Source: an optimization exercise on an open RTL-to-GDS flow (aim: small area and a short achievable clock period). Production flows keep margins and buffers that such runs may drop. At most, simulation tests tie the RTL to the original design; equivalence was not proved. For runs 1 and 2, only the layout was checked, not whether the RTL still works. Power and IR drop assume default switching activity.

## flow/config.mk

```make
export PLATFORM = sky130hd
export DESIGN_NAME = cpu_top
export DESIGN_NICKNAME = cpu_top
export VERILOG_FILES = /design/flow/design.v
export SDC_FILE = /design/flow/constraint.sdc
export NUM_CORES = 8
export LEC_CHECK = 0
export CAP_MARGIN = 10
export CORE_MARGIN = 2
export CORE_UTILIZATION = 60
export PLACE_DENSITY = 0.7
export SETUP_SLACK_MARGIN = 5
export SLEW_MARGIN = 10
export SYNTH_HIERARCHICAL = 1
export SYNTH_MEMORY_MAX_BITS = 16384
export SYNTH_MINIMUM_KEEP_SIZE = 0
```

## flow/constraint.sdc

```tcl
create_clock -name core_clock -period 16.0 [get_ports {i_clk}]
set_input_delay 3.2000 -clock core_clock [delete_from_list [all_inputs] [get_ports {i_clk}]]
set_output_delay 3.2000 -clock core_clock [all_outputs]
set_load 0.01 [all_outputs]
```

## flow/design.v

```verilog
`timescale 1ns/1ns
`default_nettype none
package cpu_pkg;
	typedef logic [32-1:0]    word_t;
	typedef logic [32-1:0]    instr_t;
	typedef logic [5-1:0]  reg_idx_t;
	typedef logic [12-1:0]    pc_t;
	typedef logic [17-1:0]   imm_t;
	typedef logic [27-1:0] status_t;
	typedef logic [6-1:0] dmem_addr_t;
	typedef enum logic [4:0] {
		OP_ARITH = 5'd0,
		OP_J     = 5'd1,
		OP_BNE   = 5'd2,
		OP_JAL   = 5'd3,
		OP_JR    = 5'd4,
		OP_ADDI  = 5'd5,
		OP_BLT   = 5'd6,
		OP_SW    = 5'd7,
		OP_LW    = 5'd8,
		OP_SETX  = 5'd21
	} opcode_e;
	typedef enum logic [4:0] {
		ALU_ADD = 5'd0,
		ALU_SUB = 5'd1,
		ALU_AND = 5'd2,
		ALU_OR  = 5'd3,
		ALU_SLL = 5'd4,
		ALU_SRA = 5'd5
	} alu_op_e;
	typedef enum logic [1:0] {
		WB_ALU,
		WB_MEM,
		WB_LINK
	} wb_sel_e;
endpackage
`default_nettype wire
`timescale 1ns/1ns
`default_nettype none
module alu (
	input  cpu_pkg::word_t i_a,
	input  cpu_pkg::word_t i_b,
	input  cpu_pkg::word_t i_imm,
	input  logic           i_is_r,
	input  logic           i_use_imm,
	input  logic           i_sub,
	input  logic [4:0]     i_funct,
	input  logic [4:0]     i_shamt,
	output cpu_pkg::word_t o_result,
	output logic           o_ovf,
	output logic           o_ne,
	output logic           o_lt
);
	cpu_pkg::word_t op_b;
	cpu_pkg::word_t op_bx;
	cpu_pkg::word_t prop;
	cpu_pkg::word_t sum;
	cpu_pkg::word_t sh_in;
	cpu_pkg::word_t sh_out;
	cpu_pkg::word_t sh_rev;
	logic           sh_left;
	logic           sh_fill;
	assign op_b  = i_use_imm ? i_imm : i_b;
	assign op_bx = op_b ^ {32{i_sub}};
	assign prop  = i_a ^ op_bx;
	assign sum   = i_a + op_bx + {31'd0, i_sub};
	assign o_ovf = (i_a[32-1] == op_bx[32-1]) && (sum[32-1] != i_a[32-1]);
	assign o_ne = ~&prop;
	assign o_lt = ~(sum[32-1] ^ o_ovf) & o_ne;
	assign sh_left = ~i_funct[0];
	assign sh_fill = i_funct[0] & i_a[32-1];
	always_comb begin
		for (int i = 0; i < 32; i++) sh_in[i] = sh_left ? i_a[32-1-i] : i_a[i];
	end
	assign sh_out = $signed({sh_fill, sh_in}) >>> i_shamt;
	always_comb begin
		for (int i = 0; i < 32; i++) sh_rev[i] = sh_out[32-1-i];
	end
	always_comb begin
		case (i_funct)
			5'd0, 5'd1: o_result = sum;
			5'd2:       o_result = i_a & i_b;
			5'd3:       o_result = i_a | i_b;
			5'd4:       o_result = sh_rev;
			5'd5:       o_result = sh_out;
			default:    o_result = '0;
		endcase
		if (!i_is_r) o_result = sum;
	end
endmodule
`default_nettype wire
`timescale 1ns/1ns
`default_nettype none
module instr_decoder (
	input  cpu_pkg::instr_t i_instr,
	output logic ctl_is_r,
	output logic ctl_is_addi,
	output logic ctl_is_sw,
	output logic ctl_is_lw,
	output logic ctl_is_j,
	output logic ctl_is_jal,
	output logic ctl_is_jr,
	output logic ctl_is_bne,
	output logic ctl_is_blt,
	output logic ctl_is_setx,
	output logic ctl_b_is_rt,
	output logic ctl_b_is_rd,
	output logic ctl_reg_we,
	output logic ctl_ovf_chk
);
	logic [4:0] op;
	logic [4:0] funct;
	assign op    = i_instr[31:27];
	assign funct = i_instr[6:2];
	assign ctl_is_r    = (op == 5'd0);
	assign ctl_is_j    = (op == 5'd1);
	assign ctl_is_bne  = (op == 5'd2);
	assign ctl_is_jal  = (op == 5'd3);
	assign ctl_is_jr   = (op == 5'd4);
	assign ctl_is_addi = (op == 5'd5);
	assign ctl_is_blt  = (op == 5'd6);
	assign ctl_is_sw   = (op == 5'd7);
	assign ctl_is_lw   = (op == 5'd8);
	assign ctl_is_setx = (op == 5'd21);
	rf_nor2 b_is_rt_i (.a(op[1]), .b(op[2]), .y(ctl_b_is_rt));
	rf_or2  b_is_rd_i (.a(op[1]), .b(op[2]), .y(ctl_b_is_rd));
	assign ctl_reg_we  = ctl_is_r | ctl_is_addi | ctl_is_lw | ctl_is_jal;
	assign ctl_ovf_chk = ctl_is_addi | (ctl_is_r & (funct[4:1] == 4'd0));
endmodule
`default_nettype wire
`timescale 1ns/1ns
`default_nettype none
module rf_aoi22 (input logic a1, a2, b1, b2, output logic y);
	assign y = ~((a1 & a2) | (b1 & b2));
endmodule
module rf_aoi222 (input logic a1, a2, b1, b2, c1, c2, output logic y);
	assign y = ~((a1 & a2) | (b1 & b2) | (c1 & c2));
endmodule
module rf_nand4 (input logic a, b, c, d, output logic y);
	assign y = ~(a & b & c & d);
endmodule
module rf_nor2 (input logic a, b, output logic y);
	assign y = ~(a | b);
endmodule
module rf_or2 (input logic a, b, output logic y);
	assign y = a | b;
endmodule
module rf_nand2 (input logic a, b, output logic y);
	assign y = ~(a & b);
endmodule
module rf_and2 (input logic a, b, output logic y);
	assign y = a & b;
endmodule
module rf_xor2 (input logic a, b, output logic y);
	assign y = a ^ b;
endmodule
module rf_ao21 (input logic a, b, c, output logic y);
	assign y = a | (b & c);
endmodule
module rf_nand3 (input logic a, b, c, output logic y);
	assign y = ~(a & b & c);
endmodule
module rf_nor3 (input logic a, b, c, output logic y);
	assign y = ~(a | b | c);
endmodule
module rf_mux2 (input logic s, a, b, output logic y);
	assign y = s ? b : a;
endmodule
module rf_predec2 (input logic [1:0] i_a, output logic [3:0] o_n);
	always_comb begin
		for (int j = 0; j < 4; j++) o_n[j] = ~(i_a == j);
	end
endmodule
module rf_predec2h (input logic [1:0] i_a, output logic [3:0] o);
	always_comb begin
		for (int j = 0; j < 4; j++) o[j] = (i_a == j);
	end
endmodule
module rf_predec3h (input logic [2:0] i_a, output logic [7:0] o);
	always_comb begin
		for (int j = 0; j < 8; j++) o[j] = (i_a == j);
	end
endmodule
module rf_predec3 (input logic [2:0] i_a, output logic [7:0] o_n);
	always_comb begin
		for (int j = 0; j < 8; j++) o_n[j] = ~(i_a == j);
	end
endmodule
module rf_wb_hit (
	input  cpu_pkg::reg_idx_t i_idx,
	input  cpu_pkg::reg_idx_t i_wb_idx,
	input  logic              i_wb_v,
	input  logic              i_wb_load,
	output logic              o_hit_load,
	output logic              o_hit_val
);
	logic hit;
	assign hit        = i_wb_v && (i_idx == i_wb_idx);
	assign o_hit_load = hit && i_wb_load;
	assign o_hit_val  = hit && !i_wb_load;
endmodule
module rf_select (
	input  cpu_pkg::reg_idx_t i_idx,
	input  logic [31:1]       i_valid_n,
	input  cpu_pkg::reg_idx_t i_wb_idx,
	input  logic              i_wb_v,
	input  logic              i_wb_load,
	output logic [31:1]       o_sel,
	output logic              o_hit_load,
	output logic              o_hit_val
);
	logic [3:0] lo_n;
	logic [7:0] hi_n;
	rf_predec2 lo_i (.i_a(i_idx[1:0]), .o_n(lo_n));
	rf_predec3 hi_i (.i_a(i_idx[4:2]), .o_n(hi_n));
	for (genvar i = 1; i < 32; i++) begin : g_sel
		rf_nor3 u (.a(lo_n[i % 4]), .b(hi_n[i / 4]), .c(i_valid_n[i]), .y(o_sel[i]));
	end
	rf_wb_hit hit_i (
		.i_idx(i_idx), .i_wb_idx(i_wb_idx), .i_wb_v(i_wb_v), .i_wb_load(i_wb_load),
		.o_hit_load(o_hit_load), .o_hit_val(o_hit_val)
	);
endmodule
module rf_select2 (
	input  cpu_pkg::reg_idx_t i_idx0,
	input  cpu_pkg::reg_idx_t i_idx1,
	input  logic              i_pick,
	input  logic              i_pick_n,
	input  logic [31:1]       i_valid_n,
	input  cpu_pkg::reg_idx_t i_wb_idx,
	input  logic              i_wb_v,
	input  logic              i_wb_load,
	output logic [31:1]       o_sel,
	output logic              o_hit_load,
	output logic              o_hit_val
);
	logic [3:0] lo0, lo1, lo_n;
	logic [7:0] hi0, hi1, hi_n;
	logic       hl0, hl1, hv0, hv1;
	rf_predec2h lo0_i (.i_a(i_idx0[1:0]), .o(lo0));
	rf_predec3h hi0_i (.i_a(i_idx0[4:2]), .o(hi0));
	rf_predec2h lo1_i (.i_a(i_idx1[1:0]), .o(lo1));
	rf_predec3h hi1_i (.i_a(i_idx1[4:2]), .o(hi1));
	for (genvar j = 0; j < 4; j++) begin : g_lo
		rf_aoi22 u (.a1(i_pick), .a2(lo1[j]), .b1(i_pick_n), .b2(lo0[j]), .y(lo_n[j]));
	end
	for (genvar j = 0; j < 8; j++) begin : g_hi
		rf_aoi22 u (.a1(i_pick), .a2(hi1[j]), .b1(i_pick_n), .b2(hi0[j]), .y(hi_n[j]));
	end
	for (genvar i = 1; i < 32; i++) begin : g_sel
		rf_nor3 u (.a(lo_n[i % 4]), .b(hi_n[i / 4]), .c(i_valid_n[i]), .y(o_sel[i]));
	end
	rf_wb_hit hit0_i (
		.i_idx(i_idx0), .i_wb_idx(i_wb_idx), .i_wb_v(i_wb_v), .i_wb_load(i_wb_load),
		.o_hit_load(hl0), .o_hit_val(hv0)
	);
	rf_wb_hit hit1_i (
		.i_idx(i_idx1), .i_wb_idx(i_wb_idx), .i_wb_v(i_wb_v), .i_wb_load(i_wb_load),
		.o_hit_load(hl1), .o_hit_val(hv1)
	);
	rf_mux2 hl_i (.s(i_pick_n), .a(hl1), .b(hl0), .y(o_hit_load));
	rf_mux2 hv_i (.s(i_pick_n), .a(hv1), .b(hv0), .y(o_hit_val));
endmodule
module rf_read_bit (
	input  logic [31:1] i_sel,
	input  logic [31:1] i_d,
	input  logic        i_hit_load,
	input  logic        i_mem,
	input  logic        i_hit_val,
	input  logic        i_val,
	output logic        o_q,
	output logic        o_q2
);
	logic [15:0] l1;
	logic [3:0]  l2;
	logic [1:0]  l3;
	logic        wb_n;
	for (genvar g = 0; g < 15; g++) begin : g_l1
		rf_aoi22 u (.a1(i_sel[2*g+1]), .a2(i_d[2*g+1]), .b1(i_sel[2*g+2]), .b2(i_d[2*g+2]), .y(l1[g]));
	end
	rf_nand2 l1_last (.a(i_sel[31]), .b(i_d[31]), .y(l1[15]));
	for (genvar g = 0; g < 4; g++) begin : g_l2
		rf_nand4 u (.a(l1[4*g]), .b(l1[4*g+1]), .c(l1[4*g+2]), .d(l1[4*g+3]), .y(l2[g]));
	end
	for (genvar g = 0; g < 2; g++) begin : g_l3
		rf_nor2 u (.a(l2[2*g]), .b(l2[2*g+1]), .y(l3[g]));
	end
	rf_aoi22 wb (.a1(i_hit_load), .a2(i_mem), .b1(i_hit_val), .b2(i_val), .y(wb_n));
	rf_nand3 l4 (.a(l3[0]), .b(l3[1]), .c(wb_n), .y(o_q));
	rf_nand3 l4b (.a(l3[0]), .b(l3[1]), .c(wb_n), .y(o_q2));
endmodule
module rf_read (
	input  logic [31:1]          i_sel,
	input  logic [31:1][31:0]    i_regs,
	input  logic                 i_hit_load,
	input  cpu_pkg::word_t       i_mem,
	input  logic                 i_hit_val,
	input  cpu_pkg::word_t       i_val,
	output cpu_pkg::word_t       o_data,
	output cpu_pkg::word_t       o_data2
);
	for (genvar b = 0; b < 32; b++) begin : g_bit
		logic [31:1] d;
		always_comb begin
			for (int i = 1; i < 32; i++) d[i] = i_regs[i][b];
		end
		rf_read_bit u (
			.i_sel(i_sel), .i_d(d), .i_hit_load(i_hit_load), .i_mem(i_mem[b]),
			.i_hit_val(i_hit_val), .i_val(i_val[b]), .o_q(o_data[b]), .o_q2(o_data2[b])
		);
	end
endmodule
module reg_file (
	input  logic              i_clk,
	input  logic              i_rst_n,
	input  cpu_pkg::reg_idx_t i_ra_idx,
	input  cpu_pkg::reg_idx_t i_rb_idx0,
	input  cpu_pkg::reg_idx_t i_rb_idx1,
	input  logic              i_rb_pick,
	input  logic              i_rb_pick_n,
	input  cpu_pkg::reg_idx_t i_wr_idx,
	input  logic              i_we,
	input  logic              i_load,
	input  cpu_pkg::word_t    i_wdata,
	input  cpu_pkg::word_t    i_mem_rdata,
	output cpu_pkg::dmem_addr_t o_load_addr,
	output cpu_pkg::word_t    o_rdata_a,
	output cpu_pkg::word_t    o_rdata_a2,
	output cpu_pkg::word_t    o_rdata_b,
	output cpu_pkg::word_t    o_rdata_b2
);
	localparam int N = 2**5;
	logic [N-1:1][31:0] regs;
	logic [N-1:1]   valid_q;
	logic [N-1:1]   wsel;
	logic [N-1:1]   rvalid_n;
	logic [N-1:1]   rsel_a;
	logic [N-1:1]   rsel_b;
	logic           hit_load_a, hit_val_a, hit_load_b, hit_val_b;
	logic              wb_v_q;
	logic              wb_load_q;
	cpu_pkg::reg_idx_t wb_idx_q;
	cpu_pkg::word_t    wb_val_q;
	cpu_pkg::word_t    wb_data;
	always_ff @(posedge i_clk or negedge i_rst_n) begin
		if (!i_rst_n) begin
			wb_v_q <= 1'b0;
		end else begin
			wb_v_q <= i_we && (i_wr_idx != '0);
		end
	end
	always_ff @(posedge i_clk) begin
		wb_load_q <= i_load;
		wb_idx_q  <= i_wr_idx;
		wb_val_q  <= i_wdata;
	end
	assign o_load_addr = wb_val_q[6-1:0];
	assign wb_data     = wb_load_q ? i_mem_rdata : wb_val_q;
	always_comb begin
		for (int i = 1; i < N; i++) begin
			wsel[i]     = wb_v_q && (wb_idx_q == i);
			rvalid_n[i] = !(valid_q[i] && !wsel[i]);
		end
	end
	always_ff @(posedge i_clk or negedge i_rst_n) begin
		if (!i_rst_n) begin
			valid_q <= '0;
		end else begin
			valid_q <= valid_q | wsel;
		end
	end
	for (genvar i = 1; i < N; i++) begin : g_reg
		always_ff @(posedge i_clk) begin
			if (wsel[i]) regs[i] <= wb_data;
		end
	end
	rf_select sel_a_i (
		.i_idx(i_ra_idx), .i_valid_n(rvalid_n), .i_wb_idx(wb_idx_q), .i_wb_v(wb_v_q),
		.i_wb_load(wb_load_q), .o_sel(rsel_a), .o_hit_load(hit_load_a), .o_hit_val(hit_val_a)
	);
	rf_select2 sel_b_i (
		.i_idx0(i_rb_idx0), .i_idx1(i_rb_idx1), .i_pick(i_rb_pick), .i_pick_n(i_rb_pick_n),
		.i_valid_n(rvalid_n), .i_wb_idx(wb_idx_q), .i_wb_v(wb_v_q),
		.i_wb_load(wb_load_q), .o_sel(rsel_b), .o_hit_load(hit_load_b), .o_hit_val(hit_val_b)
	);
	rf_read read_a_i (
		.i_sel(rsel_a), .i_regs(regs), .i_hit_load(hit_load_a), .i_mem(i_mem_rdata),
		.i_hit_val(hit_val_a), .i_val(wb_val_q), .o_data(o_rdata_a), .o_data2(o_rdata_a2)
	);
	rf_read read_b_i (
		.i_sel(rsel_b), .i_regs(regs), .i_hit_load(hit_load_b), .i_mem(i_mem_rdata),
		.i_hit_val(hit_val_b), .i_val(wb_val_q), .o_data(o_rdata_b), .o_data2(o_rdata_b2)
	);
endmodule
`default_nettype wire
`timescale 1ns/1ns
`default_nettype none
module pc_unit (
	input  logic           i_clk,
	input  logic           i_rst_n,
	input  cpu_pkg::instr_t i_instr,
	input  logic           i_is_j,
	input  logic           i_is_jr,
	input  logic           i_is_bne,
	input  logic           i_is_blt,
	input  logic           i_ne,
	input  logic           i_lt,
	input  cpu_pkg::word_t i_jr_addr,
	output cpu_pkg::pc_t   o_pc,
	output cpu_pkg::pc_t   o_pc_plus_one
);
	cpu_pkg::pc_t pc_q;
	cpu_pkg::pc_t pc_next;
	cpu_pkg::pc_t pc_branch;
	logic         taken;
	assign o_pc_plus_one = pc_q + 1'b1;
	assign pc_branch     = o_pc_plus_one + i_instr[12-1:0];
	assign taken = (i_is_bne && i_ne) || (i_is_blt && i_lt);
	always_comb begin
		if (i_is_jr) begin
			pc_next = i_jr_addr[12-1:0];
		end else if (i_is_j) begin
			pc_next = i_instr[12-1:0];
		end else if (taken) begin
			pc_next = pc_branch;
		end else begin
			pc_next = o_pc_plus_one;
		end
	end
	always_ff @(posedge i_clk or negedge i_rst_n) begin
		if (!i_rst_n) begin
			pc_q <= '0;
		end else begin
			pc_q <= pc_next;
		end
	end
	assign o_pc = pc_q;
endmodule
`default_nettype wire
`timescale 1ns/1ns
`default_nettype none
module dm_select (
	input  cpu_pkg::dmem_addr_t i_base,
	input  cpu_pkg::dmem_addr_t i_offset,
	output logic [2**6-1:0] o_sel
);
	always_comb begin
		for (int k = 0; k < 2**6; k++) begin
			logic m;
			logic c;
			m = 1'b1;
			for (int i = 0; i < 6; i++) begin
				if (i == 0) c = 1'b0;
				else c = (i_base[i-1] == i_offset[i-1]) ? i_base[i-1] : ~k[i-1];
				m = m & ((i_base[i] ^ i_offset[i] ^ c) == k[i]);
			end
			o_sel[k] = m;
		end
	end
endmodule
module dm_read_bit (
	input  logic [63:0] i_sel,
	input  logic [63:0] i_d,
	output logic        o_q
);
	logic [21:0] l1;
	logic [5:0]  l2;
	logic [1:0]  l3;
	for (genvar g = 0; g < 21; g++) begin : g_l1
		rf_aoi222 u (
			.a1(i_sel[3*g]), .a2(i_d[3*g]), .b1(i_sel[3*g+1]), .b2(i_d[3*g+1]),
			.c1(i_sel[3*g+2]), .c2(i_d[3*g+2]), .y(l1[g])
		);
	end
	rf_nand2 l1_last (.a(i_sel[63]), .b(i_d[63]), .y(l1[21]));
	for (genvar g = 0; g < 5; g++) begin : g_l2
		rf_nand4 u (.a(l1[4*g]), .b(l1[4*g+1]), .c(l1[4*g+2]), .d(l1[4*g+3]), .y(l2[g]));
	end
	rf_nand2 l2_last (.a(l1[20]), .b(l1[21]), .y(l2[5]));
	for (genvar g = 0; g < 2; g++) begin : g_l3
		rf_nor3 u (.a(l2[3*g]), .b(l2[3*g+1]), .c(l2[3*g+2]), .y(l3[g]));
	end
	rf_nand2 l4 (.a(l3[0]), .b(l3[1]), .y(o_q));
endmodule
module dm_read (
	input  logic [2**6-1:0]       i_sel,
	input  logic [2**6-1:0][31:0] i_mem,
	output cpu_pkg::word_t               o_data
);
	for (genvar b = 0; b < 32; b++) begin : g_bit
		logic [63:0] d;
		always_comb begin
			for (int i = 0; i < 64; i++) d[i] = i_mem[i][b];
		end
		dm_read_bit u (.i_sel(i_sel), .i_d(d), .o_q(o_data[b]));
	end
endmodule
module dm_decode (
	input  cpu_pkg::dmem_addr_t    i_addr,
	output logic [2**6-1:0] o_sel
);
	logic [7:0] lo_n;
	logic [7:0] hi_n;
	rf_predec3 lo_i (.i_a(i_addr[2:0]), .o_n(lo_n));
	rf_predec3 hi_i (.i_a(i_addr[5:3]), .o_n(hi_n));
	for (genvar k = 0; k < 2**6; k++) begin : g_sel
		rf_nor2 u (.a(lo_n[k % 8]), .b(hi_n[k / 8]), .y(o_sel[k]));
	end
endmodule
module data_mem (
	input  logic                i_clk,
	input  logic                i_we,
	input  cpu_pkg::dmem_addr_t i_base,
	input  cpu_pkg::dmem_addr_t i_offset,
	input  cpu_pkg::word_t      i_wdata,
	input  cpu_pkg::dmem_addr_t i_raddr,
	output cpu_pkg::word_t      o_rdata
);
	localparam int N = 2**6;
	logic [N-1:0][31:0] mem;
	logic [N-1:0]       sel;
	logic [N-1:0]       rsel;
	dm_select select_i (.i_base(i_base), .i_offset(i_offset), .o_sel(sel));
	for (genvar i = 0; i < N; i++) begin : g_word
		always_ff @(posedge i_clk) begin
			if (i_we && sel[i]) mem[i] <= i_wdata;
		end
	end
	dm_decode decode_i (.i_addr(i_raddr), .o_sel(rsel));
	dm_read read_i (.i_sel(rsel), .i_mem(mem), .o_data(o_rdata));
endmodule
`default_nettype wire
`timescale 1ns/1ns
`default_nettype none
module addr_add (
	input  cpu_pkg::dmem_addr_t i_a,
	input  cpu_pkg::dmem_addr_t i_b,
	output cpu_pkg::dmem_addr_t o_sum
);
	logic [5:0] g, p;
	logic       c2, c3, t3;
	logic       s4_0, s4_1, c5_0, c5_1, s5_0, s5_1;
	for (genvar i = 0; i < 6; i++) begin : g_pg
		rf_and2 g_i (.a(i_a[i]), .b(i_b[i]), .y(g[i]));
		rf_xor2 p_i (.a(i_a[i]), .b(i_b[i]), .y(p[i]));
	end
	rf_or2 t3_i (.a(i_a[3]), .b(i_b[3]), .y(t3));
	assign o_sum[0] = p[0];
	rf_xor2 s1_i (.a(p[1]), .b(g[0]), .y(o_sum[1]));
	rf_ao21 c2_i (.a(g[1]), .b(p[1]), .c(g[0]), .y(c2));
	rf_xor2 s2_i (.a(p[2]), .b(c2), .y(o_sum[2]));
	rf_ao21 c3_i (.a(g[2]), .b(p[2]), .c(c2), .y(c3));
	rf_xor2 s3_i (.a(p[3]), .b(c3), .y(o_sum[3]));
	rf_xor2 s4_0_i (.a(p[4]), .b(g[3]), .y(s4_0));
	rf_xor2 s4_1_i (.a(p[4]), .b(t3), .y(s4_1));
	rf_ao21 c5_0_i (.a(g[4]), .b(p[4]), .c(g[3]), .y(c5_0));
	rf_ao21 c5_1_i (.a(g[4]), .b(p[4]), .c(t3), .y(c5_1));
	rf_xor2 s5_0_i (.a(p[5]), .b(c5_0), .y(s5_0));
	rf_xor2 s5_1_i (.a(p[5]), .b(c5_1), .y(s5_1));
	rf_mux2 s4_i (.s(c3), .a(s4_0), .b(s4_1), .y(o_sum[4]));
	rf_mux2 s5_i (.s(c3), .a(s5_0), .b(s5_1), .y(o_sum[5]));
endmodule
module cpu_top (
	input  logic                i_clk,
	input  logic                i_rst_n,
	input  cpu_pkg::instr_t     i_instr,
	output cpu_pkg::pc_t        o_pc,
	output logic                o_dmem_we,
	output cpu_pkg::dmem_addr_t o_dmem_addr,
	output cpu_pkg::word_t      o_dmem_wdata,
	output cpu_pkg::status_t    o_status
);
	logic is_r, is_addi, is_sw, is_lw, is_j, is_jal, is_jr, is_bne, is_blt, is_setx;
	logic b_is_rt, b_is_rd, reg_we, ovf_chk;
	cpu_pkg::reg_idx_t rd;
	cpu_pkg::reg_idx_t rs;
	cpu_pkg::reg_idx_t rt;
	cpu_pkg::word_t    imm;
	cpu_pkg::word_t rdata_a;
	cpu_pkg::word_t rdata_a2;
	cpu_pkg::word_t rdata_b2;
	cpu_pkg::word_t rdata_b;
	cpu_pkg::word_t alu_result;
	cpu_pkg::word_t mem_rdata;
	cpu_pkg::word_t wb_data;
	cpu_pkg::pc_t   pc_plus_one;
	cpu_pkg::dmem_addr_t mem_addr;
	cpu_pkg::dmem_addr_t load_addr;
	cpu_pkg::status_t status_q;
	logic alu_ovf, alu_ne, alu_lt;
	assign rd  = i_instr[26:22];
	assign rs  = i_instr[21:17];
	assign rt  = i_instr[16:12];
	assign imm = {{(32-17){i_instr[17-1]}}, i_instr[17-1:0]};
	instr_decoder decoder_i (
		.i_instr     (i_instr),
		.ctl_is_r    (is_r),
		.ctl_is_addi (is_addi),
		.ctl_is_sw   (is_sw),
		.ctl_is_lw   (is_lw),
		.ctl_is_j    (is_j),
		.ctl_is_jal  (is_jal),
		.ctl_is_jr   (is_jr),
		.ctl_is_bne  (is_bne),
		.ctl_is_blt  (is_blt),
		.ctl_is_setx (is_setx),
		.ctl_b_is_rt (b_is_rt),
		.ctl_b_is_rd (b_is_rd),
		.ctl_reg_we  (reg_we),
		.ctl_ovf_chk (ovf_chk)
	);
	reg_file reg_file_i (
		.i_clk     (i_clk),
		.i_rst_n   (i_rst_n),
		.i_ra_idx  (rs),
		.i_rb_idx0 (rt),
		.i_rb_idx1 (rd),
		.i_rb_pick (b_is_rd),
		.i_rb_pick_n (b_is_rt),
		.i_wr_idx  (is_jal ? 5'd31 : rd),
		.i_we      (reg_we),
		.i_load    (is_lw),
		.i_wdata   (wb_data),
		.i_mem_rdata (mem_rdata),
		.o_load_addr (load_addr),
		.o_rdata_a (rdata_a),
		.o_rdata_a2 (rdata_a2),
		.o_rdata_b (rdata_b),
		.o_rdata_b2 (rdata_b2)
	);
	alu alu_i (
		.i_a      (rdata_a),
		.i_b      (rdata_b),
		.i_imm    (imm),
		.i_is_r   (is_r),
		.i_use_imm (i_instr[27] | i_instr[30]),
		.i_sub    ((i_instr[28] & ~i_instr[27]) | (is_r & (i_instr[6:2] == 5'd1))),
		.i_funct  (i_instr[6:2]),
		.i_shamt  (i_instr[11:7]),
		.o_result (alu_result),
		.o_ovf    (alu_ovf),
		.o_ne     (alu_ne),
		.o_lt     (alu_lt)
	);
	addr_add addr_add_i (.i_a(rdata_a2[6-1:0]), .i_b(imm[6-1:0]), .o_sum(mem_addr));
	data_mem data_mem_i (
		.i_clk   (i_clk),
		.i_we    (is_sw & i_rst_n),
		.i_base  (rdata_a[6-1:0]),
		.i_offset (imm[6-1:0]),
		.i_wdata (rdata_b),
		.i_raddr (load_addr),
		.o_rdata (mem_rdata)
	);
	assign wb_data = is_jal ? {{(32-12){1'b0}}, pc_plus_one} : alu_result;
	pc_unit pc_unit_i (
		.i_clk         (i_clk),
		.i_rst_n       (i_rst_n),
		.i_instr       (i_instr),
		.i_is_j        (is_j | is_jal),
		.i_is_jr       (is_jr),
		.i_is_bne      (is_bne),
		.i_is_blt      (is_blt),
		.i_ne          (alu_ne),
		.i_lt          (alu_lt),
		.i_jr_addr     (rdata_b),
		.o_pc          (o_pc),
		.o_pc_plus_one (pc_plus_one)
	);
	always_ff @(posedge i_clk or negedge i_rst_n) begin
		if (!i_rst_n) begin
			status_q <= '0;
		end else if (is_setx) begin
			status_q <= i_instr[27-1:0];
		end else if (ovf_chk) begin
			status_q <= {{(27-1){1'b0}}, alu_ovf};
		end
	end
	assign o_status     = status_q;
	assign o_dmem_addr  = mem_addr;
	assign o_dmem_wdata = rdata_b2;
	assign o_dmem_we    = is_sw & i_rst_n;
endmodule
`default_nettype wire
```

## flow/flow/run.sh

```bash
#!/bin/bash
# The standard layout with these changes: synthesis sees a strong driver
# and a light load on each module port, so it leaves cells at their smallest
# size; resizing may change a cell's footprint; port buffers are buf_2; timing
# repair aims at a larger setup margin; the clock tree uses clkbuf_8 without
# dummy loads.
set -euo pipefail
bash standard.sh \
  ABC_LOAD_IN_FF=1 \
  ABC_DRIVER_CELL=sky130_fd_sc_hd__buf_4 \
  MATCH_CELL_FOOTPRINT=0 \
  SETUP_SLACK_MARGIN=7 \
  TNS_END_PERCENT=20 \
  BUFFER_PORTS_ARGS="-buffer_cell sky130_fd_sc_hd__buf_2" \
  CTS_ARGS="-sink_clustering_enable -repair_clock_nets -dont_use_dummy_load -buf_list sky130_fd_sc_hd__clkbuf_8 -sink_clustering_size 16 -sink_clustering_max_diameter 70" \
  finish > make.log 2>&1
```

## flow/standard.sh

```bash
#!/bin/bash
# synth_recipe.tcl (not shown) runs the flow's synth.tcl, then flattens the netlist and writes it again
# the make line also repeats each setting of config.mk as NAME=value (left out here)
make -C /OpenROAD-flow-scripts/flow DESIGN_CONFIG=/design/flow/config.mk WORK_HOME=/design/flow/orfs CLKGATE_MAP_FILE= SYNTH_SCRIPT=/design/flow/synth_recipe.tcl "${@:-finish}"
```

==> key figures, run 1 <==
Layout
  • NumNets Final: 8294
  • Area grow syn2layout: 11.97%
  • Share of cells above drive strength 1: a little under a fifth
  • Register area: approximately 94000 sq um
  • Multi-input combinational cell area: between 30000 and 40000 sq um
  • Final design area excluding fillers: approximately 140000 sq um
  • Fillers: roughly 14000
  • Layout Cells excl Fill: between 10000 and 15000

GRT
  • First-pass GRT wire length: ~630 mm
  • Vias in the first global route: 80520
  • Gr usage total: between 40% and 50%
  • Antenna violations before repair: 23
  • Total global routing overflow: 0
  • Largest net degree at the start of global routing: a little under 70

Worst setup path
  • Req. time, crit path: approximately 13 ns
  • Startpoint types: flip-flop
  • Worst setup path category: flip-flop to output pin
  • Crit path arrival time: 6.41 ns
  • Critical Path End Type: output pin
  • Worst Path Max Fanout: 32

CTS
  • CTS Hold Buffers Added: 0
  • Clk slew on worst S/H paths: 0.10 ns
  • Clock latency on the worst-skew pair: roughly 1.1 ns
  • CTS tree: built
  • Htree depth: 4
  • Clock Sinks: 3149
  • CTS max path bufs: 3
  • Clk root buf: clkbuf_8
  • Num CTS Buffers: between 200 and 250

Detailed routing
  • Drt pass-1 iters: 10
  • Via count: 86950
  • DR iter-0 viols: approximately 19000
  • Drt total wl: between 400 and 500 mm
  • Residual DRC: 0
  • Routed Antenna Nets: 0
  • Average wire per standard cell: between 40 and 50 microns
  • Vias per cell: approximately 7.9

Die
  • Initial core utilization: 60.39%
  • Die Area: 212100 sq um
  • Core area: 207100 sq um
  • Width of the die: 460.5 microns
  • Number of placement rows: about 170
  • Die Ht: 460.5 microns
  • I/O Pins: 112

Placed design
  • Placed cells: 10480
  • Post-DP HPWL: between 200 and 250 mm
  • Input/output buffers: 111
  • Final Wtd Congestion: between 1 and 1.5
  • Placed cell areas: around 130000 sq um

Pwr
  • PwrDens: 115.9 nW/um^2
  • Sw frac: between 20% and 30%
  • Part of the power in combinational logic: between 10% and 20%
  • Internal Power: approximately 11000 uW
  • Worst vdd ir: 0.00009056 V
  • P_sw: ~5000 uW
  • P_leak: around 0.045 uW
  • Clock network fraction of total power: around 23%
  • Sequential share of power: about three fifths

Synth
  • Syn Nets: about 7500
  • Ys Warns: 18
  • Syn Std Cell Area: around 130000 sq um
  • Synth Instances: between 7000 and 8000
  • Mapped Avg Cell Area: 16.84 sq um

Timing
  • Minimum clock period: 9.612 ns
  • Slew @ Worst Pin: about 1.4 ns
  • Fin Setup TNS: 0 ns
  • Max Clock Skew: 0.1844 ns
  • Relative slew slack: under 10%
  • Period utilization: 60.07%
  • Fin. max-slew vios: 0
  • Endpoints failing hold: 0
  • RSZ-0062 raised after global routing: yes
  • Final setup viols: 0
  • Max frequency: 104.0 MHz

Hold path
  • Hold/Removal Path Class: flip-flop to flip-flop

Outcome
  • Run status: timing/DRC/antenna clean

Flow run
  • Max-cap violations: 0
[registers in the layout, summed over array words and instances (netlist names)]
signal / flops
pc_unit_i.pc_q: 12
data_mem_i.mem: 2048
reg_file_i.wb_load_q: 1
reg_file_i.wb_val_q: 32
reg_file_i.valid_q: 31
reg_file_i.wb_idx_q: 5
reg_file_i.wb_v_q: 1
status_q: 27
reg_file_i.regs: 992
[per-stage QoR]
stage	power, uW	hold slack (ns)	utilization [%]	setup WS [ns]
finish	16220	0.4709	67.62	6.388
detailed placement	12370	0.4553	63.92	4.764
floorplan	10910	0.4365	-	6.914
global route	16460	0.4882	67.60	6.714
global placement	12330	0.4513	63.92	4.870
CTS	15960	0.4718	67.25	6.897
[critical path, cell delays in order (launching register included)]
cell	delay, ns
dfxtp_2	0.71
or3b_4	0.43
nor2_4	0.06
buf_4	0.30
a222oi_1	0.48
nand4_1	0.38
nor3_1	1.16
nand2_1	0.73
a22oi_1	0.52
nand3_1	0.26
buf_2	0.22
[cell type report]
cell class | count | area share (%)
antenna | 15 | 0.02681
clock buffer | 222 | 2.182
inverter | 45 | 0.1206
multi-input combinational | 4154 | 24.04
sequential | 3149 | 67.01
tap | 2788 | 2.491
timing repair buffer | 629 | 4.126
[path summary, 6_finish.rpt]
| check | slack [ns] | cells after the start | startpoint | to |
|---|---|---|---|---|
| hold reg to reg | 0.47 | 1 | reg_file_i.valid_q[24]$_DFF_PN0_ | reg_file_i.valid_q[24]$_DFF_PN0_ |
| setup / recovery | 6.39 | 10 | reg_file_i.wb_val_q[3]$_DFF_P_ | o_dmem_wdata[27] |
| max in group asynchronous | 12.72 | 2 | i_rst_n | reg_file_i.valid_q[31]$_DFF_PN0_ |
| hold / removal | 0.47 | 1 | reg_file_i.valid_q[24]$_DFF_PN0_ | reg_file_i.valid_q[24]$_DFF_PN0_ |
| setup reg to reg | 6.96 | 17 | reg_file_i.wb_val_q[3]$_DFF_P_ | reg_file_i.wb_val_q[8]$_DFF_P_ |
| min in group asynchronous | 2.00 | 1 | i_rst_n | pc_unit_i.pc_q[11]$_DFF_PN0_ |
[cell usage in the layout (no fill, tap or decap), types with 30 or more instances in the layout]
| cell | n |
|---|---|
| edfxtp_1 | 3040 |
| a22oi_1 | 1006 |
| a222oi_1 | 676 |
| nand4_1 | 438 |
| buf_4 | 405 |
| nand2_1 | 270 |
| clkbuf_8 | 223 |
| nor2_1 | 188 |
| nor2_4 | 137 |
| buf_2 | 100 |
| o21ai_0 | 92 |
| nand3_1 | 90 |
| a21oi_1 | 80 |
| dfrtp_1 | 71 |
| mux2i_1 | 69 |
| mux2_2 | 68 |
| nor3_1 | 66 |
| and2_2 | 65 |
| xnor2_1 | 65 |
| nor3_4 | 65 |
| nand3_2 | 57 |
| mux4_2 | 56 |
| ha_1 | 56 |
| buf_12 | 52 |
| a22oi_2 | 46 |
| inv_1 | 42 |
| nor2b_1 | 40 |
| xor2_1 | 39 |
| o21bai_1 | 39 |
| buf_6 | 36 |
| maj3_1 | 32 |
| nor2_2 | 31 |
| dfxtp_1 | 31 |
| nand3_4 | 30 |
[timing repair]
item                       CTS  global route
pin swaps                  131            51
gates cloned                49             8
setup buffers              178            49
resized for setup          380            50
setup endpoints to repair   66            56
[metal layers]
layer	global-route usage, %	wire (microns)	part of all wire, %	up-vias
met5	0	207	0.044	-
met4	30.35	42810	9.1	8
met3	14.48	74960	16	1546
met2	63.05	202500	43	8095
met1	55.25	151200	32	43290
li1	-	-	-	34010
[power groups by stage]
stage	registers, uW	logic (uW)	clock network (uW)
after floorplan	9680	1230	0
after global placement	9720	2610	0
after detailed placement	9720	2650	0
after CTS	9530	2790	3630
after global routing	9540	3020	3890
final	9540	3040	3640
==> inputs of run 2 (changes only) <==
--- a/flow/flow/run.sh
+++ b/flow/flow/run.sh
@@ -10,5 +10,5 @@
   ABC_DRIVER_CELL=sky130_fd_sc_hd__buf_4 \
   MATCH_CELL_FOOTPRINT=0 \
-  SETUP_SLACK_MARGIN=7 \
+  SETUP_SLACK_MARGIN=6.5 \
   TNS_END_PERCENT=20 \
   BUFFER_PORTS_ARGS="-buffer_cell sky130_fd_sc_hd__buf_2" \
==> run 2 against run 1 <==
Effect of this change:
- still clean
- routed wire length decreased by 3.3%
- total power hardly changed
- global-route usage is 1.1 points lower
- worst hold slack gained 0.0017 ns
- first-iteration DRC count about the same
- core utilization is 1.3 points lower
- via count is 1.8% lower
- register-to-register slack worse by 0.68 ns
- critical path type unchanged
- largest power group unchanged
- highest routed layer unchanged
==> key figures, run 2 <==
Outcome
  • Run status: timing/DRC/antenna clean

Synth
  • Mapped Avg Cell Area: between 15 and 20 sq um
  • Syn Nets: 7518
  • Syn Std Cell Area: 125000 sq um
  • Synth Instances: about 7400
  • Ys Warns: 18

Detailed routing
  • Drt total wl: roughly 460 mm
  • Residual DRC: 0
  • Vias per cell: roughly 7.9
  • DR iter-0 viols: approximately 19000
  • Routed Antenna Nets: 0
  • Via count: 85360
  • Average wire per standard cell: roughly 42 microns
  • Drt pass-1 iters: 10

CTS
  • CTS Hold Buffers Added: 0
  • CTS tree: built
  • Clk root buf: clkbuf_8
  • Num CTS Buffers: 223
  • Clk slew on worst S/H paths: roughly 0.090 ns
  • Clock Sinks: approximately 3100
  • Clock latency on the worst-skew pair: approximately 1.1 ns
  • Htree depth: 4
  • CTS max path bufs: 3

Die
  • Initial core utilization: slightly above 60%
  • Die Ht: between 400 and 500 microns
  • Core area: 207100 sq um
  • Width of the die: 460.5 microns
  • Die Area: between 200000 and 250000 sq um
  • Number of placement rows: roughly 170
  • I/O Pins: approximately 110

GRT
  • Vias in the first global route: roughly 79000
  • Met3 usage: between 10% and 20%
  • Largest net degree at the start of global routing: 68
  • Top Usage Layer GRT: met2
  • Gr usage total: between 40 and 50%
  • Global routing met1 resource utilization: 55.73%
  • Total global routing overflow: 0
  • GR Util met2: 61.97%
  • Antenna violations before repair: 31
  • First-pass GRT wire length: between 600 and 700 mm

Flow run
  • Max-cap violations: 0

Worst setup path
  • Startpoint types: flip-flop
  • Worst Path Max Fanout: 32
  • CP peak stage delay: around 0.95 ns
  • Critical Path End Type: output pin
  • Worst setup path category: flip-flop to output pin
  • Req. time, crit path: ~13 ns
  • Crit-path cells: or3b_2 > nor2_4 > buf_4 > a222oi_1 > nand4_1 > nor3_2 > nand2_1 > a22oi_2 > nand3_1 > buf_2
  • Crit path arrival time: ~6.7 ns
  • Slowest CP cell: a22oi_2

Hold path
  • Hold/Removal Path Class: flip-flop to flip-flop

Placed design
  • Placed cell areas: between 100000 and 150000 sq um
  • Placed cells: around 10000
  • Post-DP HPWL: between 200 and 300 mm
  • Input/output buffers: 111
  • Final Wtd Congestion: a little over 1

Pwr
  • P_leak: between 0.04 and 0.05 uW
  • Worst vdd ir: ~0.00009 V
  • PwrDens: 118.0 nW/um^2

Timing
  • Slew @ Worst Pin: between 1 and 1.5 ns
  • Max frequency: slightly above 100 MHz
  • RSZ-0062 raised after global routing: yes
  • Period utilization: between 60% and 70%
  • Fin. max-slew vios: 0
  • Final setup viols: 0
  • Relative slew slack: between 8 and 9%
  • Minimum clock period: a little under 10 ns
  • Max Clock Skew: 0.1664 ns
  • Fin Setup TNS: 0 ns
  • Endpoints failing hold: 0

Layout
  • Top flop regs: data_mem_i.mem: 2048 flops, reg_file_i.regs: 992 flops, reg_file_i.wb_val_q: 32 flops
  • Max FFs per register: 2048
  • Final design area excluding fillers: 137400 sq um
  • Area grow syn2layout: 9.883%
  • Most frequent cells in the layout: edfxtp_1 (3040), a22oi_1 (1028), a222oi_1 (676), nand4_1 (438), buf_4 (307)
  • Final core utilization: about two thirds
  • NumNets Final: a little over 8000
  • Commonest non-fill, non-tap cell in the layout: edfxtp_1
  • Top reg by flops: data_mem_i.mem
  • Share of cells above drive strength 1: around 15%
  • Layout Cells excl Fill: about 11000
[run 2: final timing paths]
| kind | slack [ns] | start | depth (start not counted) | endpoint |
|---|---|---|---|---|
| max in group asynchronous | 12.83 | i_rst_n | 2 | reg_file_i.valid_q[27]$_DFF_PN0_ |
| max | 6.11 | reg_file_i.wb_val_q[0]$_DFF_P_ | 10 | o_dmem_wdata[25] |
| min reg2reg | 0.47 | reg_file_i.valid_q[6]$_DFF_PN0_ | 1 | reg_file_i.valid_q[6]$_DFF_PN0_ |
| min in group asynchronous | 2.05 | i_rst_n | 1 | pc_unit_i.pc_q[1]$_DFF_PN0_ |
| min | 0.47 | reg_file_i.valid_q[6]$_DFF_PN0_ | 1 | reg_file_i.valid_q[6]$_DFF_PN0_ |
| max reg2reg | 6.28 | reg_file_i.wb_val_q[2]$_DFF_P_ | 24 | pc_unit_i.pc_q[11]$_DFF_PN0_ |
[run 2: report_power, final]
group          switching [uW]  internal, uW  total, uW
logic                    2370           658       3030
clock network            2400          1240       3640
registers                 104          9440       9550
[run 2: what timing repair did]
item	in CTS	in global routing
gates resized for setup	166	31
cloned	26	3
pin swaps	25	31
setup endpoints to repair	61	48
buffers inserted	20	45
[run 2: metal layers]
metal | wire (microns) | up-vias
met3 | 72110 | 1282
met1 | 149900 | 42630
met4 | 35570 | 12
li1 | - | 33670
met2 | 198400 | 7763
met5 | 86 | -
[run 2: cell type report]
cell class                      count  area, sq um
Inverter                           45        168.9
Timing Repair Buffer              463         3650
Sequential cell                  3149        93830
Tap cell                         2788         3488
Fill cell                       13960        69660
Clock buffer                      223         3069
Antenna cell                       16        40.04
Multi-Input combinational cell   4148        33160
[run 2: metrics by stage]
stage / hold slack (ns) / power (uW) / setup WS, ns
6_report: 0.4726 / 16210 / 6.112
5_1_grt: 0.4888 / 16440 / 6.248
4_1_cts: 0.4799 / 15960 / 6.228
3_5_place_dp: 0.4552 / 12430 / 4.210
3_3_place_gp: 0.4520 / 12390 / 4.317
2_1_floorplan: 0.4365 / 10900 / 6.452
[run 2: worst max-delay path: cells and delay by family (launching register included)]
kind                   cells  cell delay [ns]
AND/OR/NAND/NOR            6             2.82
AO/OA/AOI/OAI              2             1.46
flip-flops                 1             0.75
buffers and inverters      2             0.56
==> inputs of run 3 (changes only) <==
--- a/flow/design.v
+++ b/flow/design.v
@@ -38,4 +38,42 @@
 `timescale 1ns/1ns
 `default_nettype none
+module br_cmp (
+	input  cpu_pkg::word_t i_a,
+	input  cpu_pkg::word_t i_b,
+	output logic           o_ne,
+	output logic           o_lt
+);
+	logic [31:0] l0, e0;
+	logic [15:0] l1, e1;
+	logic [7:0]  l2, e2;
+	logic [3:0]  l3, e3;
+	logic [1:0]  l4, e4;
+	logic        l5;
+	rf_andn lt31_i (.a(i_b[31]), .b(i_a[31]), .y(l0[31]));
+	rf_xnor2 eq31_i (.a(i_a[31]), .b(i_b[31]), .y(e0[31]));
+	for (genvar i = 0; i < 31; i++) begin : g_bit
+		rf_andn lt_i (.a(i_a[i]), .b(i_b[i]), .y(l0[i]));
+		rf_xnor2 eq_i (.a(i_a[i]), .b(i_b[i]), .y(e0[i]));
+	end
+	for (genvar i = 0; i < 16; i++) begin : g_m1
+		rf_ao21 l_i (.a(l0[2*i+1]), .b(e0[2*i+1]), .c(l0[2*i]), .y(l1[i]));
+		rf_and2 e_i (.a(e0[2*i+1]), .b(e0[2*i]), .y(e1[i]));
+	end
+	for (genvar i = 0; i < 8; i++) begin : g_m2
+		rf_ao21 l_i (.a(l1[2*i+1]), .b(e1[2*i+1]), .c(l1[2*i]), .y(l2[i]));
+		rf_and2 e_i (.a(e1[2*i+1]), .b(e1[2*i]), .y(e2[i]));
+	end
+	for (genvar i = 0; i < 4; i++) begin : g_m3
+		rf_ao21 l_i (.a(l2[2*i+1]), .b(e2[2*i+1]), .c(l2[2*i]), .y(l3[i]));
+		rf_and2 e_i (.a(e2[2*i+1]), .b(e2[2*i]), .y(e3[i]));
+	end
+	for (genvar i = 0; i < 2; i++) begin : g_m4
+		rf_ao21 l_i (.a(l3[2*i+1]), .b(e3[2*i+1]), .c(l3[2*i]), .y(l4[i]));
+		rf_and2 e_i (.a(e3[2*i+1]), .b(e3[2*i]), .y(e4[i]));
+	end
+	rf_ao21 l5_i (.a(l4[1]), .b(e4[1]), .c(l4[0]), .y(l5));
+	rf_nand2 ne_i (.a(e4[1]), .b(e4[0]), .y(o_ne));
+	assign o_lt = l5;
+endmodule
 module alu (
 	input  cpu_pkg::word_t i_a,
@@ -48,11 +86,8 @@
 	input  logic [4:0]     i_shamt,
 	output cpu_pkg::word_t o_result,
-	output logic           o_ovf,
-	output logic           o_ne,
-	output logic           o_lt
+	output logic           o_ovf
 );
 	cpu_pkg::word_t op_b;
 	cpu_pkg::word_t op_bx;
-	cpu_pkg::word_t prop;
 	cpu_pkg::word_t sum;
 	cpu_pkg::word_t sh_in;
@@ -63,9 +98,6 @@
 	assign op_b  = i_use_imm ? i_imm : i_b;
 	assign op_bx = op_b ^ {32{i_sub}};
-	assign prop  = i_a ^ op_bx;
 	assign sum   = i_a + op_bx + {31'd0, i_sub};
 	assign o_ovf = (i_a[32-1] == op_bx[32-1]) && (sum[32-1] != i_a[32-1]);
-	assign o_ne = ~&prop;
-	assign o_lt = ~(sum[32-1] ^ o_ovf) & o_ne;
 	assign sh_left = ~i_funct[0];
 	assign sh_fill = i_funct[0] & i_a[32-1];
@@ -155,4 +187,10 @@
 	assign y = a ^ b;
 endmodule
+module rf_xnor2 (input logic a, b, output logic y);
+	assign y = ~(a ^ b);
+endmodule
+module rf_andn (input logic a, b, output logic y);
+	assign y = a & ~b;
+endmodule
 module rf_ao21 (input logic a, b, c, output logic y);
 	assign y = a | (b & c);
@@ -270,5 +308,6 @@
 	input  logic        i_val,
 	output logic        o_q,
-	output logic        o_q2
+	output logic        o_q2,
+	output logic        o_q3
 );
 	logic [15:0] l1;
@@ -289,4 +328,5 @@
 	rf_nand3 l4 (.a(l3[0]), .b(l3[1]), .c(wb_n), .y(o_q));
 	rf_nand3 l4b (.a(l3[0]), .b(l3[1]), .c(wb_n), .y(o_q2));
+	rf_nand3 l4c (.a(l3[0]), .b(l3[1]), .c(wb_n), .y(o_q3));
 endmodule
 module rf_read (
@@ -298,5 +338,6 @@
 	input  cpu_pkg::word_t       i_val,
 	output cpu_pkg::word_t       o_data,
-	output cpu_pkg::word_t       o_data2
+	output cpu_pkg::word_t       o_data2,
+	output cpu_pkg::word_t       o_data3
 );
 	for (genvar b = 0; b < 32; b++) begin : g_bit
@@ -307,5 +348,5 @@
 		rf_read_bit u (
 			.i_sel(i_sel), .i_d(d), .i_hit_load(i_hit_load), .i_mem(i_mem[b]),
-			.i_hit_val(i_hit_val), .i_val(i_val[b]), .o_q(o_data[b]), .o_q2(o_data2[b])
+			.i_hit_val(i_hit_val), .i_val(i_val[b]), .o_q(o_data[b]), .o_q2(o_data2[b]), .o_q3(o_data3[b])
 		);
 	end
@@ -328,5 +369,6 @@
 	output cpu_pkg::word_t    o_rdata_a2,
 	output cpu_pkg::word_t    o_rdata_b,
-	output cpu_pkg::word_t    o_rdata_b2
+	output cpu_pkg::word_t    o_rdata_b2,
+	output cpu_pkg::word_t    o_rdata_b3
 );
 	localparam int N = 2**5;
@@ -386,9 +428,9 @@
 	rf_read read_a_i (
 		.i_sel(rsel_a), .i_regs(regs), .i_hit_load(hit_load_a), .i_mem(i_mem_rdata),
-		.i_hit_val(hit_val_a), .i_val(wb_val_q), .o_data(o_rdata_a), .o_data2(o_rdata_a2)
+		.i_hit_val(hit_val_a), .i_val(wb_val_q), .o_data(o_rdata_a), .o_data2(o_rdata_a2), .o_data3()
 	);
 	rf_read read_b_i (
 		.i_sel(rsel_b), .i_regs(regs), .i_hit_load(hit_load_b), .i_mem(i_mem_rdata),
-		.i_hit_val(hit_val_b), .i_val(wb_val_q), .o_data(o_rdata_b), .o_data2(o_rdata_b2)
+		.i_hit_val(hit_val_b), .i_val(wb_val_q), .o_data(o_rdata_b), .o_data2(o_rdata_b2), .o_data3(o_rdata_b3)
 	);
 endmodule
@@ -580,4 +622,5 @@
 	cpu_pkg::word_t rdata_a2;
 	cpu_pkg::word_t rdata_b2;
+	cpu_pkg::word_t rdata_b3;
 	cpu_pkg::word_t rdata_b;
 	cpu_pkg::word_t alu_result;
@@ -627,5 +670,6 @@
 		.o_rdata_a2 (rdata_a2),
 		.o_rdata_b (rdata_b),
-		.o_rdata_b2 (rdata_b2)
+		.o_rdata_b2 (rdata_b2),
+		.o_rdata_b3 (rdata_b3)
 	);
 	alu alu_i (
@@ -635,12 +679,11 @@
 		.i_is_r   (is_r),
 		.i_use_imm (i_instr[27] | i_instr[30]),
-		.i_sub    ((i_instr[28] & ~i_instr[27]) | (is_r & (i_instr[6:2] == 5'd1))),
+		.i_sub    (is_r & (i_instr[6:2] == 5'd1)),
 		.i_funct  (i_instr[6:2]),
 		.i_shamt  (i_instr[11:7]),
 		.o_result (alu_result),
-		.o_ovf    (alu_ovf),
-		.o_ne     (alu_ne),
-		.o_lt     (alu_lt)
+		.o_ovf    (alu_ovf)
 	);
+	br_cmp br_cmp_i (.i_a(rdata_a), .i_b(rdata_b), .o_ne(alu_ne), .o_lt(alu_lt));
 	addr_add addr_add_i (.i_a(rdata_a2[6-1:0]), .i_b(imm[6-1:0]), .o_sum(mem_addr));
 	data_mem data_mem_i (
@@ -649,5 +692,5 @@
 		.i_base  (rdata_a[6-1:0]),
 		.i_offset (imm[6-1:0]),
-		.i_wdata (rdata_b),
+		.i_wdata (rdata_b3),
 		.i_raddr (load_addr),
 		.o_rdata (mem_rdata)
==> flow/flow/run.sh (replaced) <==
#!/bin/bash
# The standard layout with these changes: synthesis sees a strong driver
# and a light load on each module port, so it leaves cells at their smallest
# size; resizing may change a cell's footprint; port buffers are buf_4; timing
# repair aims at a larger setup margin; the clock tree uses clkbuf_8 without
# dummy loads.
set -euo pipefail
bash standard.sh \
  ABC_LOAD_IN_FF=1 \
  ABC_DRIVER_CELL=sky130_fd_sc_hd__buf_4 \
  MATCH_CELL_FOOTPRINT=0 \
  SETUP_SLACK_MARGIN=8 \
  TNS_END_PERCENT=20 \
  BUFFER_PORTS_ARGS="-buffer_cell sky130_fd_sc_hd__buf_4" \
  CTS_ARGS="-sink_clustering_enable -repair_clock_nets -dont_use_dummy_load -buf_list sky130_fd_sc_hd__clkbuf_8 -sink_clustering_size 16 -sink_clustering_max_diameter 70" \
  finish > make.log 2>&1
--- a/flow/config.mk
+++ b/flow/config.mk
@@ -6,10 +6,10 @@
 export NUM_CORES = 8
 export LEC_CHECK = 0
-export CAP_MARGIN = 10
+export CAP_MARGIN = 20
 export CORE_MARGIN = 2
 export CORE_UTILIZATION = 60
 export PLACE_DENSITY = 0.7
 export SETUP_SLACK_MARGIN = 5
-export SLEW_MARGIN = 10
+export SLEW_MARGIN = 20
 export SYNTH_HIERARCHICAL = 1
 export SYNTH_MEMORY_MAX_BITS = 16384
==> run 3 against run 2 <==
Effect of this change:
- core utilization rose by 0.68 points
- register-to-register slack better by 1.2 ns
- cell count grew 1.7%
- highest routed layer unchanged
- critical path type is now input port to output pin
- still clean on timing, DRC and antenna
- non-clock buffer count increased by 63
- clock power barely moved
==> key figures, run 3 <==
GRT
  • Vias in the first global route: ~80000
  • Largest net degree at the start of global routing: 73
  • Total global routing overflow: 0
  • First-pass GRT wire length: just under 600 mm
  • Antenna violations before repair: 20
  • Gr usage total: between 30% and 40%

Layout
  • Area grow syn2layout: 11.39%
  • Fillers: roughly 14000
  • Top reg by flops: data_mem_i.mem
  • Top flop regs: data_mem_i.mem: 2048 flops, reg_file_i.regs: 992 flops, reg_file_i.wb_val_q: 32 flops
  • Most frequent cells in the layout: edfxtp_1 (3040), a22oi_1 (1010), a222oi_1 (675), nand4_1 (429), buf_4 (383)
  • Commonest non-fill, non-tap cell in the layout: edfxtp_1
  • Max FFs per register: between 2000 and 2500
  • NumNets Final: slightly above 8000
  • Share of cells above drive strength 1: around 17%

CTS
  • CTS Hold Buffers Added: 0
  • Clock latency on the worst-skew pair: roughly 1.1 ns
  • Htree depth: 4
  • Clk slew on worst S/H paths: roughly 0.11 ns
  • CTS max path bufs: 3
  • Num CTS Buffers: 222
  • Clock Sinks: 3149
  • Clk root buf: clkbuf_8
  • CTS tree: built

Synth
  • Syn Nets: approximately 7700
  • Synth Instances: roughly 7600
  • Mapped Avg Cell Area: around 17 sq um
  • Syn Std Cell Area: 125900 sq um
  • Ys Warns: 18

Flow run
  • Max-cap violations: 0

Placed design
  • Input/output buffers: 111
  • Final Wtd Congestion: 1.030
  • Post-DP HPWL: ~260 mm

Timing
  • RSZ-0062 raised after global routing: yes
  • Endpoints failing hold: 0
  • Final setup viols: 0
  • Hold WS: about 0.48 ns
  • Slew @ Worst Pin: ~1.4 ns
  • Fin. max-slew vios: 0
  • Relative slew slack: around 6.5%
  • Fin Setup TNS: 0 ns
  • Max frequency: 108.4 MHz
  • Period utilization: 57.67%
  • Max Clock Skew: roughly 0.15 ns
  • Minimum clock period: around 9.2 ns

Hold path
  • Hold/Removal Path Class: flip-flop to flip-flop
  • Worst hold endpoint: reg_file_i.valid_q[28]$_DFF_PN0_
  • Number of stages on the worst hold path: 1
  • Min-delay src: reg_file_i.valid_q[28]$_DFF_PN0_

Die
  • I/O Pins: 112
  • Initial core utilization: roughly 60%
  • Number of placement rows: between 150 and 200
  • Core area: between 200000 and 250000 sq um
  • Die Ht: roughly 460 microns
  • Width of the die: 462.0 microns
  • Die Area: 213500 sq um

Worst setup path
  • Critical Path End Type: output pin
  • FF-to-FF path depth: 23
  • Worst Path Max Fanout: 7
  • Most frequent CP cell: buf_12
  • Slowest CP cell: mux2_4
  • Worst setup path category: input port to output pin
  • CP peak stage delay: about 0.37 ns
  • Reg-to-reg endpoint: reg_file_i.wb_val_q[30]$_DFF_P_
  • R2r startpoint: reg_file_i.wb_val_q[2]$_DFF_P_
  • Crit. Startpoint: i_instr[18]
  • Req. time, crit path: about 13 ns
  • Startpoint types: input port
  • Crit path arrival time: approximately 6.0 ns
  • Crit-path cells: buf_12 > or2_4 > buf_12 > buf_4 > nor3_4 > buf_12 > a22oi_1 > nand4_1 > nor2_4 > nand3_2 > and2_4 > a21o_1 > a21o_4 > mux2_4 > buf_6
  • R2R setup slack: about 7.5 ns

Outcome
  • Run status: timing/DRC/antenna clean

Detailed routing
  • Via count: about 86000
  • Routed Antenna Nets: 0
  • Vias per cell: between 7 and 8
  • Drt pass-1 iters: 8
  • Drt total wl: roughly 440 mm
  • Residual DRC: 0
  • DR iter-0 viols: between 15000 and 20000
  • Average wire per standard cell: 39.66 microns

Pwr
  • Worst vdd ir: between 0.0001 and 0.00015 V
  • P_leak: 0.04538 uW
  • PwrDens: between 100 and 150 nW/um^2
-- run 3: power breakdown --
group | internal (uW) | switching [uW]
registers | 9400 | 99.9
clock network | 1230 | 2420
logic | 709 | 1990
total | 11300 | 4520
-- run 3: how the worst max path moves through the flow --
| stage | endpoint | slack, ns | depth (start not counted) |
|---|---|---|---|
| floorplan | o_dmem_addr[4] | 6.91 | 9 |
| global placement | o_dmem_addr[3] | 5.56 | 13 |
| detailed placement | o_dmem_addr[3] | 5.53 | 13 |
| CTS | o_dmem_addr[5] | 6.83 | 14 |
| global route | o_dmem_addr[4] | 6.80 | 12 |
| finish | o_dmem_addr[4] | 6.77 | 15 |
-- run 3: per-layer routing --
layer	track usage, %	vias up	wire [microns]
met5	0	-	157
met4	23.70	14	32270
met3	12.68	1501	68240
met2	58.28	8008	191300
met1	52.07	42720	144800
li1	-	34100	-
-- run 3: timing repair --
action / CTS / global route
gates cloned: 12 / 14
resized for setup: 300 / 118
pin swaps: 79 / 65
setup buffers: 78 / 48
endpoints found under the hold margin: 0 / 0
setup endpoints to repair: 72 / 57
-- run 3: per-stage QoR --
stage | instances | worst slack, ns | total power (uW) | area, sq um | util [%]
4_1_cts | 10950 | 6.827 | 15670 | 138900 | 66.41
3_3_place_gp | 10630 | 5.559 | 12090 | 133500 | 63.82
5_1_grt | 11010 | 6.795 | 16170 | 140200 | 67.03
3_5_place_dp | 10630 | 5.532 | 12130 | 133600 | 63.86
6_report | 11020 | 6.773 | 15860 | 140200 | 67.03
2_1_floorplan | 7561 | 6.909 | 10840 | 126900 | -
-- run 3: final cells by class --
type,instances,area (sq um),area share (%)
inverters,37,138.9,0.09906
multi-input cells,4269,34130,24.34
clock buffers,222,3055,2.179
flip-flops and latches,3149,93830,66.93
repair buffers,526,5524,3.940
well taps,2805,3510,2.503
diodes,7,17.52,0.01249
-- run 3: worst max-delay path, delay by kind of cell --
| kind | cells | cell delay (ns) |
|---|---|---|
| simple gates | 6 | 1.09 |
| mux | 1 | 0.37 |
| buf+inv | 5 | 0.70 |
| compound gates | 3 | 0.62 |
==> inputs of run 4 (changes only) <==
--- a/flow/flow/run.sh
+++ b/flow/flow/run.sh
@@ -10,5 +10,5 @@
   ABC_DRIVER_CELL=sky130_fd_sc_hd__buf_4 \
   MATCH_CELL_FOOTPRINT=0 \
-  SETUP_SLACK_MARGIN=8 \
+  SETUP_SLACK_MARGIN=7 \
   TNS_END_PERCENT=20 \
   BUFFER_PORTS_ARGS="-buffer_cell sky130_fd_sc_hd__buf_4" \
==> run 4 against run 3 <==
Effect of this change:
- still clean on timing, DRC and antenna
- clock-buffer cell count rose by 1
- cell count fell by 0.21%
- core utilization fell by 0.48 points
- non-clock buffer count fell by 30
- synthesized cell count did not move
- largest cell class unchanged
==> key figures, run 4 <==
Outcome
  • Run status: timing/DRC/antenna clean

Worst setup path
  • Crit path arrival time: about 6.1 ns
  • Worst setup path category: flip-flop to output pin
  • Startpoint types: flip-flop
  • Crit path buffers/inverters: 2
  • Crit-path cells: or3_1 > nor2_2 > buf_4 > a222oi_1 > nand4_1 > nor3_1 > nand2_1 > a22oi_1 > nand3_1 > buf_4
  • Req. time, crit path: 12.80 ns
  • Worst Path Max Fanout: 32
  • Critical Path End Type: output pin
  • Slowest CP cell: nor3_1
  • CP delay by family, top: simple AND/OR/NAND/NOR gates
  • Most frequent CP cell: buf_4
  • CP peak stage delay: roughly 1.1 ns

CTS
  • Clock Sinks: between 3000 and 4000
  • CTS max path bufs: 3
  • Num CTS Buffers: approximately 220
  • Clock latency on the worst-skew pair: ~1.1 ns
  • Htree depth: 4
  • CTS Hold Buffers Added: 0
  • Clk root buf: clkbuf_8
  • CTS tree: built
  • Clk slew on worst S/H paths: around 0.09 ns

Synth
  • Synth Instances: about 7600
  • Ys Warns: 18
  • Mapped Avg Cell Area: ~17 sq um
  • Syn Std Cell Area: between 100000 and 150000 sq um
  • Syn Nets: 7653

GRT
  • Largest net degree at the start of global routing: 66
  • Gr usage total: around two fifths
  • Antenna violations before repair: 15
  • Vias in the first global route: slightly below 80000
  • First-pass GRT wire length: 589.3 mm
  • Total global routing overflow: 0

Die
  • Die Ht: 462.0 microns
  • I/O Pins: around 110
  • Die Area: 213500 sq um
  • Initial core utilization: between 60 and 70%
  • Core area: approximately 210000 sq um
  • Width of the die: 462.0 microns
  • Number of placement rows: around 170

Timing
  • Relative slew slack: 13.93%
  • Final setup viols: 0
  • Minimum clock period: between 9 and 10 ns
  • Slew @ Worst Pin: 1.281 ns
  • Fin Setup TNS: 0 ns
  • Max frequency: 107.6 MHz
  • Max Clock Skew: about 0.11 ns
  • Fin. max-slew vios: 0
  • RSZ-0062 raised after global routing: yes
  • Endpoints failing hold: 0
  • Period utilization: between 50% and 60%

Flow run
  • Max-cap violations: 0

Placed design
  • Placed cells: approximately 11000
  • Input/output buffers: 111
  • Post-DP HPWL: 254.1 mm
  • Final Wtd Congestion: 0.9691

Layout
  • Layout Cells excl Fill: 10990
  • Max FFs per register: around 2000
  • Register area: approximately 94000 sq um
  • Final core utilization: 66.56%
  • Fillers: between 10000 and 15000
  • Commonest non-fill, non-tap cell in the layout: edfxtp_1
  • Most frequent cells in the layout: edfxtp_1 (3040), a22oi_1 (1027), a222oi_1 (675), nand4_1 (429), buf_4 (387)
  • Top reg by flops: data_mem_i.mem
  • Top flop regs: data_mem_i.mem: 2048 flops, reg_file_i.regs: 992 flops, reg_file_i.wb_val_q: 32 flops
  • Share of cells above drive strength 1: approximately 16%
  • Area grow syn2layout: 10.60%
  • NumNets Final: between 8000 and 9000
  • Multi-input combinational cell area: between 30000 and 40000 sq um

Detailed routing
  • Via count: approximately 85000
  • Average wire per standard cell: about 39 microns
  • Residual DRC: 0
  • Routed Antenna Nets: 0
  • Drt total wl: approximately 430 mm
  • Drt pass-1 iters: 9
  • DR iter-0 viols: 18390
  • Vias per cell: ~7.7

Pwr
  • Final Total Pwr: ~16000 uW
  • P_leak: roughly 0.045 uW
  • Worst vdd ir: 0.0001112 V
  • PwrDens: ~110 nW/um^2

Hold path
  • Hold/Removal Path Class: flip-flop to flip-flop
-- run 4: where the power goes --
part	total, uW	switching (uW)	internal [uW]
logic	2640	1980	655
registers	9510	108	9400
clock network	3660	2420	1240
-- run 4: final timing paths --
| check | slack (ns) | startpoint | cells past startpoint | endpoint |
|---|---|---|---|---|
| setup / recovery | 6.71 | reg_file_i.wb_val_q[4]$_DFF_P_ | 10 | o_dmem_wdata[8] |
| hold reg to reg | 0.48 | reg_file_i.valid_q[5]$_DFF_PN0_ | 1 | reg_file_i.valid_q[5]$_DFF_PN0_ |
| hold / removal | 0.48 | reg_file_i.valid_q[5]$_DFF_PN0_ | 1 | reg_file_i.valid_q[5]$_DFF_PN0_ |
| setup reg to reg | 7.32 | reg_file_i.wb_val_q[4]$_DFF_P_ | 23 | status_q[0]$_DFFE_PN0P_ |
| max in group asynchronous | 12.96 | i_rst_n | 2 | status_q[13]$_DFFE_PN0P_ |
| min in group asynchronous | 1.99 | i_rst_n | 1 | pc_unit_i.pc_q[1]$_DFF_PN0_ |
-- run 4: final cells by class --
cell class | instances | share of cell area, %
Sequential cell | 3149 | 67.41
Clock buffer | 223 | 2.205
Antenna cell | 14 | 0.02517
Tap cell | 2805 | 2.521
Timing Repair Buffer | 496 | 3.505
Multi-Input combinational cell | 4268 | 24.24
Inverter | 37 | 0.09977
-- run 4: routing by layer --
metal  up-vias  GRT usage (%)  wire length [microns]
li1      34050              -                      -
met1     42630          54.66                 150700
met2      7332          57.72                 188900
met3      1067          11.26                  65040
met4         8          18.97                  25160
met5         -         0.4977                    190
-- run 4: metrics by stage --
stage,area [sq um],worst slack [ns],hold slack [ns]
2_1_floorplan,126400,6.907,0.4365
3_3_place_gp,133100,5.448,0.4520
3_5_place_dp,133200,5.377,0.4552
4_1_cts,138600,6.941,0.4772
5_1_grt,139200,6.774,0.4897
6_report,139200,6.707,0.4804
-- run 4: timing repair --
action                     CTS  global route
gates resized for setup    306            85
buffers inserted            80            23
pin swaps                   62            41
cloned                      16             3
setup endpoints to repair   45            39

afterwards: timing with drivers on the ports:
The flow's constraints put no driver on any port. The routed layouts listed below were extracted and timed again, unchanged, in two steps.
Step 1 (the two cells are an assumption about what drives the block):
set clk [get_ports {i_clk}]
set_driving_cell -lib_cell sky130_fd_sc_hd__clkbuf_16 $clk
set_driving_cell -lib_cell sky130_fd_sc_hd__buf_2 [delete_from_list [all_inputs] $clk]
Step 2 adds t to the input delays and takes it off the output delays; t is the mean of the earliest and latest rising clock arrival at the registers after step 1. Input paths then give back, and output paths get back, about the clock's delay inside the block.
a / b / c = no drivers / after step 1 / after step 2; a / b = the first two.
run | t, ns | setup slack, ns | hold WS [ns] | worst setup path at the end | pins driven straight from the clock port
run 1 | 1.115 | 6.388 / 6.290 / 5.468 | 0.471 / 0.471 / 0.471 | input to register | 1
run 2 | 1.143 | 6.112 / 6.018 / 5.256 | 0.473 / 0.473 / 0.473 | input to register | 1
run 3 | 1.122 | 6.773 / 6.526 / 6.022 | 0.485 / 0.485 / 0.485 | input to register | 1
run 4 | 1.129 | 6.707 / 6.620 / 5.933 | 0.480 / 0.480 / 0.480 | input to register | 1
After both steps setup and hold are still met in every run listed. The setup slack of run 1, which loses most, moves by -0.098 ns with the drivers and by -0.920 ns with both steps.
